This design comes from an exercise in tuning for a short achievable clock period and few clock cycles on the open sky130 flow, not from production work.
Where RTL was checked, it was by simulation tests only, not by an equivalence proof against the original.

==> build 85 <==
## l2_top
module l2_top (
  input  logic        clk,
  input  logic        rst,
  input  logic [1:0]  req_valid,
  input  logic [1:0]  req_write,
  input  logic [23:0] req_addr,
  input  logic [63:0] req_wdata,
  output logic [1:0]  resp_valid,
  output logic [31:0] resp_rdata,
  output logic        resp_port,
  output logic        mem_read,
  output logic        mem_write,
  output logic [11:0] mem_addr,
  output logic [31:0] mem_wdata,
  input  logic        mem_resp,
  input  logic [31:0] mem_rdata
);
export LEC_CHECK = 0
export ABC_CLOCK_PERIOD_IN_PS = 3000
export CAP_MARGIN = 20
export CORE_MARGIN = 2
export CORE_UTILIZATION = 25
export SETUP_SLACK_MARGIN = 2.0
export SLEW_MARGIN = 20
export TNS_END_PERCENT = 10
create_clock -name core_clock -period 5.0 [get_ports {clk}]
standard.sh (not shown) runs the stock make flow with config.mk's settings and CLKGATE_MAP_FILE= SYNTH_SCRIPT=/design/flow/synth_recipe.tcl, a recipe that flattens the netlist after the stock synthesis.
==> flow/flow/run.sh <==
#!/bin/bash
# The standard layout, with stronger buffers on the ports.
set -euo pipefail
bash standard.sh "BUFFER_PORTS_ARGS=-buffer_cell sky130_fd_sc_hd__buf_8" finish > flow_make.log 2>&1
==> build 65: changes against build 85 <==
--- a/flow/design.v
+++ b/flow/design.v
@@ -66,16 +66,55 @@
     vw   = |(lru & sel);
     vwb  = |(vd & sel);
     vtag = '0;
     for (int s = 0; s < 16; s++) begin
       vtag = vtag | (vt[8*s +: 8] & {8{sel[s]}});
     end
   end
 endmodule
+module l2_lookup_m (
+  input  logic [15:0]  vld0,
+  input  logic [15:0]  vld1,
+  input  logic [15:0]  lru,
+  input  logic [15:0]  vd,
+  input  logic [15:0]  dty0,
+  input  logic [15:0]  dty1,
+  input  logic [127:0] vt,
+  input  logic [127:0] tg0,
+  input  logic [127:0] tg1,
+  input  logic [15:0]  sel,
+  input  logic [7:0]   tag,
+  output logic         h0,
+  output logic         h1,
+  output logic         vw,
+  output logic         vwb,
+  output logic [7:0]   vtag,
+  output logic [7:0]   t0,
+  output logic [7:0]   t1,
+  output logic         vd0,
+  output logic         vd1
+);
+  always_comb begin
+    t0   = '0;
+    t1   = '0;
+    vtag = '0;
+    for (int s = 0; s < 16; s++) begin
+      t0   = t0   | (tg0[8*s +: 8] & {8{sel[s]}});
+      t1   = t1   | (tg1[8*s +: 8] & {8{sel[s]}});
+      vtag = vtag | (vt[8*s +: 8]  & {8{sel[s]}});
+    end
+    h0  = |(vld0 & sel) && (t0 == tag);
+    h1  = |(vld1 & sel) && (t1 == tag);
+    vw  = |(lru & sel);
+    vwb = |(vd & sel);
+    vd0 = |(vld0 & dty0 & sel);
+    vd1 = |(vld1 & dty1 & sel);
+  end
+endmodule
 module l2_core (
   input  logic        clk,
   input  logic        rst,
   input  logic [1:0]  req_valid,
   input  logic [1:0]  req_write,
   input  logic [23:0] req_addr,
   input  logic [63:0] req_wdata,
   output logic [1:0]  resp_valid,
@@ -116,43 +155,49 @@
   logic        rp_q;
   logic [31:0] rd_q;
   assign resp_valid = rv_q | (frd_q & {2{mem_resp}});
   assign resp_rdata = fsel_q ? mem_rdata : rd_q;
   assign resp_port  = rp_q;
   logic [1:0]  ih0, ih1, ivw, ivwb, sh0, sh1, svw, svwb;
   logic [7:0]  ivtag [2];
   logic [7:0]  svtag [2];
+  logic [7:0]  st0 [2];     
+  logic [7:0]  st1 [2];
+  logic [1:0]  svd0, svd1;
   for (genvar g = 0; g < 2; g++) begin : g_lk
     l2_lookup lk_in (
       .vld0 (vld0), .vld1 (vld1), .lru (lru), .vd (vd), .vt (vt),
       .tg0  (tg0),  .tg1  (tg1),
       .sel  (16'b1 << req_addr[12*g +: 4]), .tag (req_addr[12*g+4 +: 8]),
       .h0 (ih0[g]), .h1 (ih1[g]), .vw (ivw[g]), .vwb (ivwb[g]), .vtag (ivtag[g])
     );
-    l2_lookup lk_slot (
-      .vld0 (vld0), .vld1 (vld1), .lru (lru), .vd (vd), .vt (vt),
+    l2_lookup_m lk_slot (
+      .vld0 (vld0), .vld1 (vld1), .lru (lru), .vd (vd), .vt (vt), .dty0 (dty0), .dty1 (dty1),
       .tg0  (tg0),  .tg1  (tg1),
       .sel  (aoh[g]), .tag (a[g][11:4]),
-      .h0 (sh0[g]), .h1 (sh1[g]), .vw (svw[g]), .vwb (svwb[g]), .vtag (svtag[g])
+      .h0 (sh0[g]), .h1 (sh1[g]), .vw (svw[g]), .vwb (svwb[g]), .vtag (svtag[g]),
+      .t0 (st0[g]), .t1 (st1[g]), .vd0 (svd0[g]), .vd1 (svd1[g])
     );
   end
   logic [1:0]  arr, unc, hit, way;
   logic [3:0]  idx  [2];
   logic [3:0]  nidx [2];
   logic [31:0] rd0  [2];    
   logic [31:0] rd1  [2];
   logic [31:0] vdat [2];
   logic [7:0]  ot   [2];    
   logic [1:0]  od;          
   logic [31:0] hdat [2];
   logic [31:0] cdat [2];
   logic [1:0]  fill, emit, ready, first, second, pend, com, iss;
   logic [1:0]  dF, dS, dN, dec, wr;
   logic        free, comN, issN, fany;
+  logic [1:0]  eiss;        
+  logic [1:0]  early;       
   logic [31:0] fval;
   logic        fway;
   logic [3:0]  fidx, cidx;
   always_comb begin
     for (int p = 0; p < 2; p++) begin
       arr[p]  = req_valid[p];
       idx[p]  = a[p][3:0];
       nidx[p] = arr[p] ? req_addr[12*p +: 4] : a[p][3:0];
@@ -183,37 +228,38 @@
     for (int p = 0; p < 2; p++) begin
       rd0[p] = '0;
       rd1[p] = '0;
       for (int s = 0; s < 16; s++) begin
         rd0[p] = rd0[p] | (dat0[32*s +: 32] & {32{aoh[p][s]}});
         rd1[p] = rd1[p] | (dat1[32*s +: 32] & {32{aoh[p][s]}});
       end
       vdat[p] = kvw[p] ? rd1[p] : rd0[p];
-      ot[p] = '0;
-      for (int s = 0; s < 16; s++) begin
-        ot[p] = ot[p] | ((way[p] ? tg0[8*s +: 8] : tg1[8*s +: 8]) & {8{aoh[p][s]}});
-      end
-      od[p] = way[p] ? |(vld0 & dty0 & aoh[p]) : |(vld1 & dty1 & aoh[p]);
+      ot[p] = way[p] ? st0[p] : st1[p];
+      od[p] = way[p] ? svd0[p] : svd1[p];
       hdat[p] = (fany && fidx == idx[p] && fway == k1[p]) ? fval :
                 (k1[p] ? rd1[p] : rd0[p]);
       cdat[p] = (fany && fidx == idx[p] && fway == hw[p]) ? fval :
                 (hw[p] ? rd1[p] : rd0[p]);
     end
     for (int p = 0; p < 2; p++) begin
       dF[p] = first[p] && ready[p] && !emit[p];
       dS[p] = second[p] && emit[1-p] && rdy[p];
       dN[p] = com[p] && hit[p] &&
               (!c[1-p] || emit[1-p] ||
                (!ready[1-p] && idx[1-p] != idx[p] && lastp != p[0]));
       dec[p] = dF[p] || dS[p] || dN[p];
       wr[p]  = dec[p] && w[p] && !fill[p];
       iss[p] = free && pend[p] && (first[p] || (second[p] && !pend[1-p]));
     end
     issN = free && comN && !(|(c & pend));
+    for (int p = 0; p < 2; p++) begin
+      eiss[p] = arr[p] && !ih0[p] && !ih1[p] && !ivwb[p] && !arr[1-p] && !unc[1-p] &&
+                free && !comN && !(|(c & pend));
+    end
   end
   logic       mr_d, mw_d, cur_d;
   always_comb begin
     mr_d  = mem_read && !mem_resp;
     mw_d  = mem_write && !mem_resp;
     cur_d = cur;
     if (free) begin
       mr_d = 1'b0;
@@ -223,23 +269,28 @@
         mw_d  = iss[1] ? wbp[1] : wbp[0];
         mr_d  = !mw_d;
       end
       else if (issN) begin
         cur_d = com[1];
         mw_d  = com[1] ? (!hit[1] && kvwb[1]) : (!hit[0] && kvwb[0]);
         mr_d  = com[1] ? (!hit[1] && !kvwb[1]) : (!hit[0] && !kvwb[0]);
       end
+      else if (|eiss) begin
+        cur_d = eiss[1];
+        mr_d  = 1'b1;
+      end
     end
   end
   always_ff @(posedge clk) begin
     if (rst) begin
       o         <= '0;
       c         <= '0;
       sok       <= '0;
+      early     <= '0;
       rdy       <= '0;
       wbp       <= '0;
       rdp       <= '0;
       lastp     <= 1'b1;
       ord       <= 1'b0;
       rv_q      <= '0;
       frd_q     <= '0;
       mem_read  <= 1'b0;
@@ -248,30 +299,31 @@
       vld1      <= '0;
       dty0      <= '0;
       dty1      <= '0;
       lru       <= '0;
       vd        <= '0;
     end
     else begin
       rv_q      <= dec;
-      frd_q[0]  <= !(|dec) && mr_d && !cur_d;
-      frd_q[1]  <= !(|dec) && mr_d && cur_d;
+      frd_q[0]  <= !(|dec) && mem_read && !mem_resp && !cur;
+      frd_q[1]  <= !(|dec) && mem_read && !mem_resp && cur;
       mem_read  <= mr_d;
       mem_write <= mw_d;
+      early <= eiss;
       for (int p = 0; p < 2; p++) begin
         sok[p] <= !(comN && cidx == nidx[p]);
         if (arr[p]) begin
           o[p] <= 1'b1;
         end
         if (com[p]) begin
           c[p]   <= 1'b1;
           rdy[p] <= hit[p];
           wbp[p] <= !hit[p] && kvwb[p];
-          rdp[p] <= !hit[p];
+          rdp[p] <= !hit[p] && !early[p];
           ord    <= ~p[0];
         end
         if (fill[p]) begin
           rdy[p] <= 1'b1;
         end
       end
       for (int p = 0; p < 2; p++) begin
         if (emit[p]) begin
@@ -285,33 +337,35 @@
         if (dec[p]) begin
           o[p]  <= 1'b0;
           c[p]  <= 1'b0;
           rdy[p] <= 1'b0;
           lastp <= p[0];
         end
       end
       for (int p = 0; p < 2; p++) begin
-        if (com[p]) begin
-          lru[idx[p]] <= ~way[p];
-          vd[idx[p]]  <= od[p];
-          if (hit[p]) begin
-            if (w[p]) begin
-              if (k1[p]) dty1[idx[p]] <= 1'b1;
-              else       dty0[idx[p]] <= 1'b1;
-            end
-          end
-          else begin
-            if (kvw[p]) begin
-              vld1[idx[p]] <= 1'b1;
-              dty1[idx[p]] <= w[p];
+        for (int s = 0; s < 16; s++) begin
+          if (com[p] && aoh[p][s]) begin
+            lru[s] <= ~way[p];
+            vd[s]  <= od[p];
+            if (hit[p]) begin
+              if (w[p]) begin
+                if (k1[p]) dty1[s] <= 1'b1;
+                else       dty0[s] <= 1'b1;
+              end
             end
             else begin
-              vld0[idx[p]] <= 1'b1;
-              dty0[idx[p]] <= w[p];
+              if (kvw[p]) begin
+                vld1[s] <= 1'b1;
+                dty1[s] <= w[p];
+              end
+              else begin
+                vld0[s] <= 1'b1;
+                dty0[s] <= w[p];
+              end
             end
           end
         end
       end
       if (free) begin
         if (|iss) begin
           for (int p = 0; p < 2; p++) begin
             if (iss[p]) begin
@@ -344,65 +398,80 @@
       k1[p]    <= arr[p] ? ih1[p]   : sh1[p];
       kvw[p]   <= arr[p] ? ivw[p]   : svw[p];
       kvwb[p]  <= arr[p] ? ivwb[p]  : svwb[p];
       kvtag[p] <= arr[p] ? ivtag[p] : svtag[p];
       if (com[p]) begin
         hw[p]  <= way[p];
         wbt[p] <= kvtag[p];
         wbd[p] <= vdat[p];
-        vt[8*idx[p] +: 8] <= ot[p];
-        if (!hit[p]) begin
-          if (kvw[p]) tg1[8*idx[p] +: 8] <= a[p][11:4];
-          else        tg0[8*idx[p] +: 8] <= a[p][11:4];
+        for (int s = 0; s < 16; s++) begin
+          if (aoh[p][s]) begin
+            vt[8*s +: 8] <= ot[p];
+            if (!hit[p]) begin
+              if (kvw[p]) tg1[8*s +: 8] <= a[p][11:4];
+              else        tg0[8*s +: 8] <= a[p][11:4];
+            end
+          end
         end
       end
     end
     if (free) begin
       if (|iss) begin
         for (int p = 0; p < 2; p++) begin
           if (iss[p]) begin
             mem_addr  <= wbp[p] ? {wbt[p], idx[p]} : a[p];
             mem_wdata <= wbd[p];
           end
         end
       end
-      else begin
+      else if (comN) begin
         for (int p = 0; p < 2; p++) begin
           if (com[p]) begin
             mem_addr  <= kvwb[p] ? {kvtag[p], idx[p]} : a[p];
             mem_wdata <= vdat[p];
           end
         end
       end
+      else begin
+        mem_addr <= arr[1] ? req_addr[23:12] : req_addr[11:0];
+      end
     end
-    rp_q   <= cur_d;
-    rd_q   <= cur_d ? d[1] : d[0];
-    fsel_q <= !(|dec) && !(cur_d ? w[1] : w[0]);
+    rp_q   <= cur;
+    rd_q   <= cur ? d[1] : d[0];
+    fsel_q <= !(|dec) && !(cur ? w[1] : w[0]);
     for (int p = 0; p < 2; p++) begin
       if (dec[p]) begin
         rp_q <= p[0];
         if (w[p])
           rd_q <= d[p];
         else if (dN[p])
           rd_q <= hdat[p];
         else
           rd_q <= fill[p] ? mem_rdata : cdat[p];
       end
     end
     for (int p = 0; p < 2; p++) begin
       if (fill[p]) begin
-        if (hw[p]) dat1[32*idx[p] +: 32] <= w[p] ? d[p] : mem_rdata;
-        else       dat0[32*idx[p] +: 32] <= w[p] ? d[p] : mem_rdata;
+        for (int s = 0; s < 16; s++) begin
+          if (aoh[p][s]) begin
+            if (hw[p]) dat1[32*s +: 32] <= w[p] ? d[p] : mem_rdata;
+            else       dat0[32*s +: 32] <= w[p] ? d[p] : mem_rdata;
+          end
+        end
       end
     end
     for (int p = 0; p < 2; p++) begin
       if (wr[p]) begin
-        if (dN[p] ? k1[p] : hw[p]) dat1[32*idx[p] +: 32] <= d[p];
-        else                       dat0[32*idx[p] +: 32] <= d[p];
+        for (int s = 0; s < 16; s++) begin
+          if (aoh[p][s]) begin
+            if (dN[p] ? k1[p] : hw[p]) dat1[32*s +: 32] <= d[p];
+            else                       dat0[32*s +: 32] <= d[p];
+          end
+        end
       end
     end
   end
 endmodule
 module l2_top (
   input  logic        clk,
   input  logic        rst,
   input  logic [1:0]  req_valid,
--- a/flow/config.mk
+++ b/flow/config.mk
@@ -4,11 +4,12 @@
 export VERILOG_FILES = /design/flow/design.v
 export SDC_FILE = /design/flow/constraint.sdc
 export NUM_CORES = 4
 export LEC_CHECK = 0
 export ABC_CLOCK_PERIOD_IN_PS = 3000
 export CAP_MARGIN = 20
 export CORE_MARGIN = 2
 export CORE_UTILIZATION = 25
+export PLACE_DENSITY = 0.35
 export SETUP_SLACK_MARGIN = 2.0
 export SLEW_MARGIN = 20
 export TNS_END_PERCENT = 10
==> build 54: changes against build 85 <==
--- a/flow/design.v
+++ b/flow/design.v
@@ -35,46 +35,56 @@
   typedef struct packed {
     logic                resp;
     logic [DATA_W-1:0]   rdata;
   } mem_resp_t;
 endpackage
 module l2_lookup (
   input  logic [15:0]  vld0,
   input  logic [15:0]  vld1,
+  input  logic [15:0]  dty0,
+  input  logic [15:0]  dty1,
   input  logic [15:0]  lru,
-  input  logic [15:0]  vd,
-  input  logic [127:0] vt,
   input  logic [127:0] tg0,
   input  logic [127:0] tg1,
   input  logic [15:0]  sel,
   input  logic [7:0]   tag,
   output logic         h0,
   output logic         h1,
   output logic         vw,
   output logic         vwb,
   output logic [7:0]   vtag
 );
   logic [15:0] eq0, eq1;
+  logic        v0, v1, dd0, dd1, l;
+  logic [7:0]  t0, t1;
   always_comb begin
     for (int s = 0; s < 16; s++) begin
       eq0[s] = vld0[s] && (tg0[8*s +: 8] == tag);
       eq1[s] = vld1[s] && (tg1[8*s +: 8] == tag);
     end
   end
   always_comb begin
-    h0   = |(eq0 & sel);
-    h1   = |(eq1 & sel);
-    vw   = |(lru & sel);
-    vwb  = |(vd & sel);
-    vtag = '0;
+    h0  = |(eq0 & sel);
+    h1  = |(eq1 & sel);
+    v0  = |(vld0 & sel);
+    v1  = |(vld1 & sel);
+    dd0 = |(dty0 & sel);
+    dd1 = |(dty1 & sel);
+    l   = |(lru & sel);
+    t0  = '0;
+    t1  = '0;
     for (int s = 0; s < 16; s++) begin
-      vtag = vtag | (vt[8*s +: 8] & {8{sel[s]}});
+      t0 = t0 | (tg0[8*s +: 8] & {8{sel[s]}});
+      t1 = t1 | (tg1[8*s +: 8] & {8{sel[s]}});
     end
   end
+  assign vw   = !v0 ? 1'b0 : (!v1 ? 1'b1 : l);
+  assign vwb  = vw ? (v1 && dd1) : (v0 && dd0);
+  assign vtag = vw ? t1 : t0;
 endmodule
 module l2_core (
   input  logic        clk,
   input  logic        rst,
   input  logic [1:0]  req_valid,
   input  logic [1:0]  req_write,
   input  logic [23:0] req_addr,
   input  logic [63:0] req_wdata,
@@ -84,18 +94,16 @@
   output logic        mem_read,
   output logic        mem_write,
   output logic [11:0] mem_addr,
   output logic [31:0] mem_wdata,
   input  logic        mem_resp,
   input  logic [31:0] mem_rdata
 );
   logic [15:0]  vld0, vld1, dty0, dty1, lru;
-  logic [15:0]  vd;        
-  logic [127:0] vt;        
   logic [127:0] tg0, tg1;
   logic [511:0] dat0, dat1;
   logic [1:0]  o;          
   logic [1:0]  c;          
   logic [11:0] a  [2];
   logic [15:0] aoh [2];    
   logic [1:0]  w;
   logic [31:0] d  [2];
@@ -118,36 +126,34 @@
   assign resp_valid = rv_q | (frd_q & {2{mem_resp}});
   assign resp_rdata = fsel_q ? mem_rdata : rd_q;
   assign resp_port  = rp_q;
   logic [1:0]  ih0, ih1, ivw, ivwb, sh0, sh1, svw, svwb;
   logic [7:0]  ivtag [2];
   logic [7:0]  svtag [2];
   for (genvar g = 0; g < 2; g++) begin : g_lk
     l2_lookup lk_in (
-      .vld0 (vld0), .vld1 (vld1), .lru (lru), .vd (vd), .vt (vt),
+      .vld0 (vld0), .vld1 (vld1), .dty0 (dty0), .dty1 (dty1), .lru (lru),
       .tg0  (tg0),  .tg1  (tg1),
       .sel  (16'b1 << req_addr[12*g +: 4]), .tag (req_addr[12*g+4 +: 8]),
       .h0 (ih0[g]), .h1 (ih1[g]), .vw (ivw[g]), .vwb (ivwb[g]), .vtag (ivtag[g])
     );
     l2_lookup lk_slot (
-      .vld0 (vld0), .vld1 (vld1), .lru (lru), .vd (vd), .vt (vt),
+      .vld0 (vld0), .vld1 (vld1), .dty0 (dty0), .dty1 (dty1), .lru (lru),
       .tg0  (tg0),  .tg1  (tg1),
       .sel  (aoh[g]), .tag (a[g][11:4]),
       .h0 (sh0[g]), .h1 (sh1[g]), .vw (svw[g]), .vwb (svwb[g]), .vtag (svtag[g])
     );
   end
   logic [1:0]  arr, unc, hit, way;
   logic [3:0]  idx  [2];
   logic [3:0]  nidx [2];
   logic [31:0] rd0  [2];    
   logic [31:0] rd1  [2];
   logic [31:0] vdat [2];
-  logic [7:0]  ot   [2];    
-  logic [1:0]  od;          
   logic [31:0] hdat [2];
   logic [31:0] cdat [2];
   logic [1:0]  fill, emit, ready, first, second, pend, com, iss;
   logic [1:0]  dF, dS, dN, dec, wr;
   logic        free, comN, issN, fany;
   logic [31:0] fval;
   logic        fway;
   logic [3:0]  fidx, cidx;
@@ -183,21 +189,16 @@
     for (int p = 0; p < 2; p++) begin
       rd0[p] = '0;
       rd1[p] = '0;
       for (int s = 0; s < 16; s++) begin
         rd0[p] = rd0[p] | (dat0[32*s +: 32] & {32{aoh[p][s]}});
         rd1[p] = rd1[p] | (dat1[32*s +: 32] & {32{aoh[p][s]}});
       end
       vdat[p] = kvw[p] ? rd1[p] : rd0[p];
-      ot[p] = '0;
-      for (int s = 0; s < 16; s++) begin
-        ot[p] = ot[p] | ((way[p] ? tg0[8*s +: 8] : tg1[8*s +: 8]) & {8{aoh[p][s]}});
-      end
-      od[p] = way[p] ? |(vld0 & dty0 & aoh[p]) : |(vld1 & dty1 & aoh[p]);
       hdat[p] = (fany && fidx == idx[p] && fway == k1[p]) ? fval :
                 (k1[p] ? rd1[p] : rd0[p]);
       cdat[p] = (fany && fidx == idx[p] && fway == hw[p]) ? fval :
                 (hw[p] ? rd1[p] : rd0[p]);
     end
     for (int p = 0; p < 2; p++) begin
       dF[p] = first[p] && ready[p] && !emit[p];
       dS[p] = second[p] && emit[1-p] && rdy[p];
@@ -244,17 +245,16 @@
       frd_q     <= '0;
       mem_read  <= 1'b0;
       mem_write <= 1'b0;
       vld0      <= '0;
       vld1      <= '0;
       dty0      <= '0;
       dty1      <= '0;
       lru       <= '0;
-      vd        <= '0;
     end
     else begin
       rv_q      <= dec;
       frd_q[0]  <= !(|dec) && mr_d && !cur_d;
       frd_q[1]  <= !(|dec) && mr_d && cur_d;
       mem_read  <= mr_d;
       mem_write <= mw_d;
       for (int p = 0; p < 2; p++) begin
@@ -287,17 +287,16 @@
           c[p]  <= 1'b0;
           rdy[p] <= 1'b0;
           lastp <= p[0];
         end
       end
       for (int p = 0; p < 2; p++) begin
         if (com[p]) begin
           lru[idx[p]] <= ~way[p];
-          vd[idx[p]]  <= od[p];
           if (hit[p]) begin
             if (w[p]) begin
               if (k1[p]) dty1[idx[p]] <= 1'b1;
               else       dty0[idx[p]] <= 1'b1;
             end
           end
           else begin
             if (kvw[p]) begin
@@ -344,17 +343,16 @@
       k1[p]    <= arr[p] ? ih1[p]   : sh1[p];
       kvw[p]   <= arr[p] ? ivw[p]   : svw[p];
       kvwb[p]  <= arr[p] ? ivwb[p]  : svwb[p];
       kvtag[p] <= arr[p] ? ivtag[p] : svtag[p];
       if (com[p]) begin
         hw[p]  <= way[p];
         wbt[p] <= kvtag[p];
         wbd[p] <= vdat[p];
-        vt[8*idx[p] +: 8] <= ot[p];
         if (!hit[p]) begin
           if (kvw[p]) tg1[8*idx[p] +: 8] <= a[p][11:4];
           else        tg0[8*idx[p] +: 8] <= a[p][11:4];
         end
       end
     end
     if (free) begin
       if (|iss) begin
==> flow/run.sh (new file) <==
#!/bin/bash
# synth_recipe.tcl (not shown) runs the flow's synth.tcl, then flattens the netlist and writes it again
# the make line also repeats each setting of config.mk as NAME=value (left out here)
make -C /OpenROAD-flow-scripts/flow DESIGN_CONFIG=/design/flow/config.mk WORK_HOME=/design/flow/orfs CLKGATE_MAP_FILE= SYNTH_SCRIPT=/design/flow/synth_recipe.tcl finish
==> flow/config.mk (replaced) <==
export PLATFORM = sky130hd
export DESIGN_NAME = l2_top
export DESIGN_NICKNAME = l2_top
export VERILOG_FILES = /design/flow/design.v
export SDC_FILE = /design/flow/constraint.sdc
export NUM_CORES = 4
export LEC_CHECK = 0
export ABC_CLOCK_PERIOD_IN_PS = 3000
export CAP_MARGIN = 20
export CORE_MARGIN = 2
export CORE_UTILIZATION = 35
export SETUP_SLACK_MARGIN = 2.0
export SLEW_MARGIN = 20
export TNS_END_PERCENT = 10
removed: flow/flow/run.sh
removed: flow/standard.sh
==> comparison <==
Area after synthesis, lowest first: build 54, build 65, build 85. Of build 85 and build 65, build 65 has the higher synthesized cell count (gap 6.9%, measured against build 65). Build 65 went through all stages and came out clean. Build 54 stopped in global routing, error GRT-0232. Build 85 never finished: it broke off in global routing on GRT-0232.
Testbench counts of build 65, summed over its fixed seeds: cycles 50,600.
Only the layout flow was run in build 85 and build 54; the RTL was not checked for function there.

-- what the ideal ports hide --
How much do the figures lean on ideal ports? The routed layout below was timed once more, with nothing changed but the port constraints.
Step 1: set_driving_cell puts a clkbuf_16 on clk and a buf_2 on each other input, an assumption about the parent block.
Step 2, shift: input delay + t, output delay - t, t = (earliest + latest rising clock arrival at the registers) / 2. This alone moves slack from input paths to output paths.
Slacks: ideal / step 1 / step 2; pairs: ideal / step 1.
run: build 65
t (ns): 1.171
setup slack, ns: 1.510 / 1.464 / 0.730
hold WS [ns]: 0.107 / 0.028 / 0.432
After both steps setup and hold are still met in build 65. For build 65, drivers alone change the setup slack by -0.046 ns; drivers and shift together by -0.780 ns.
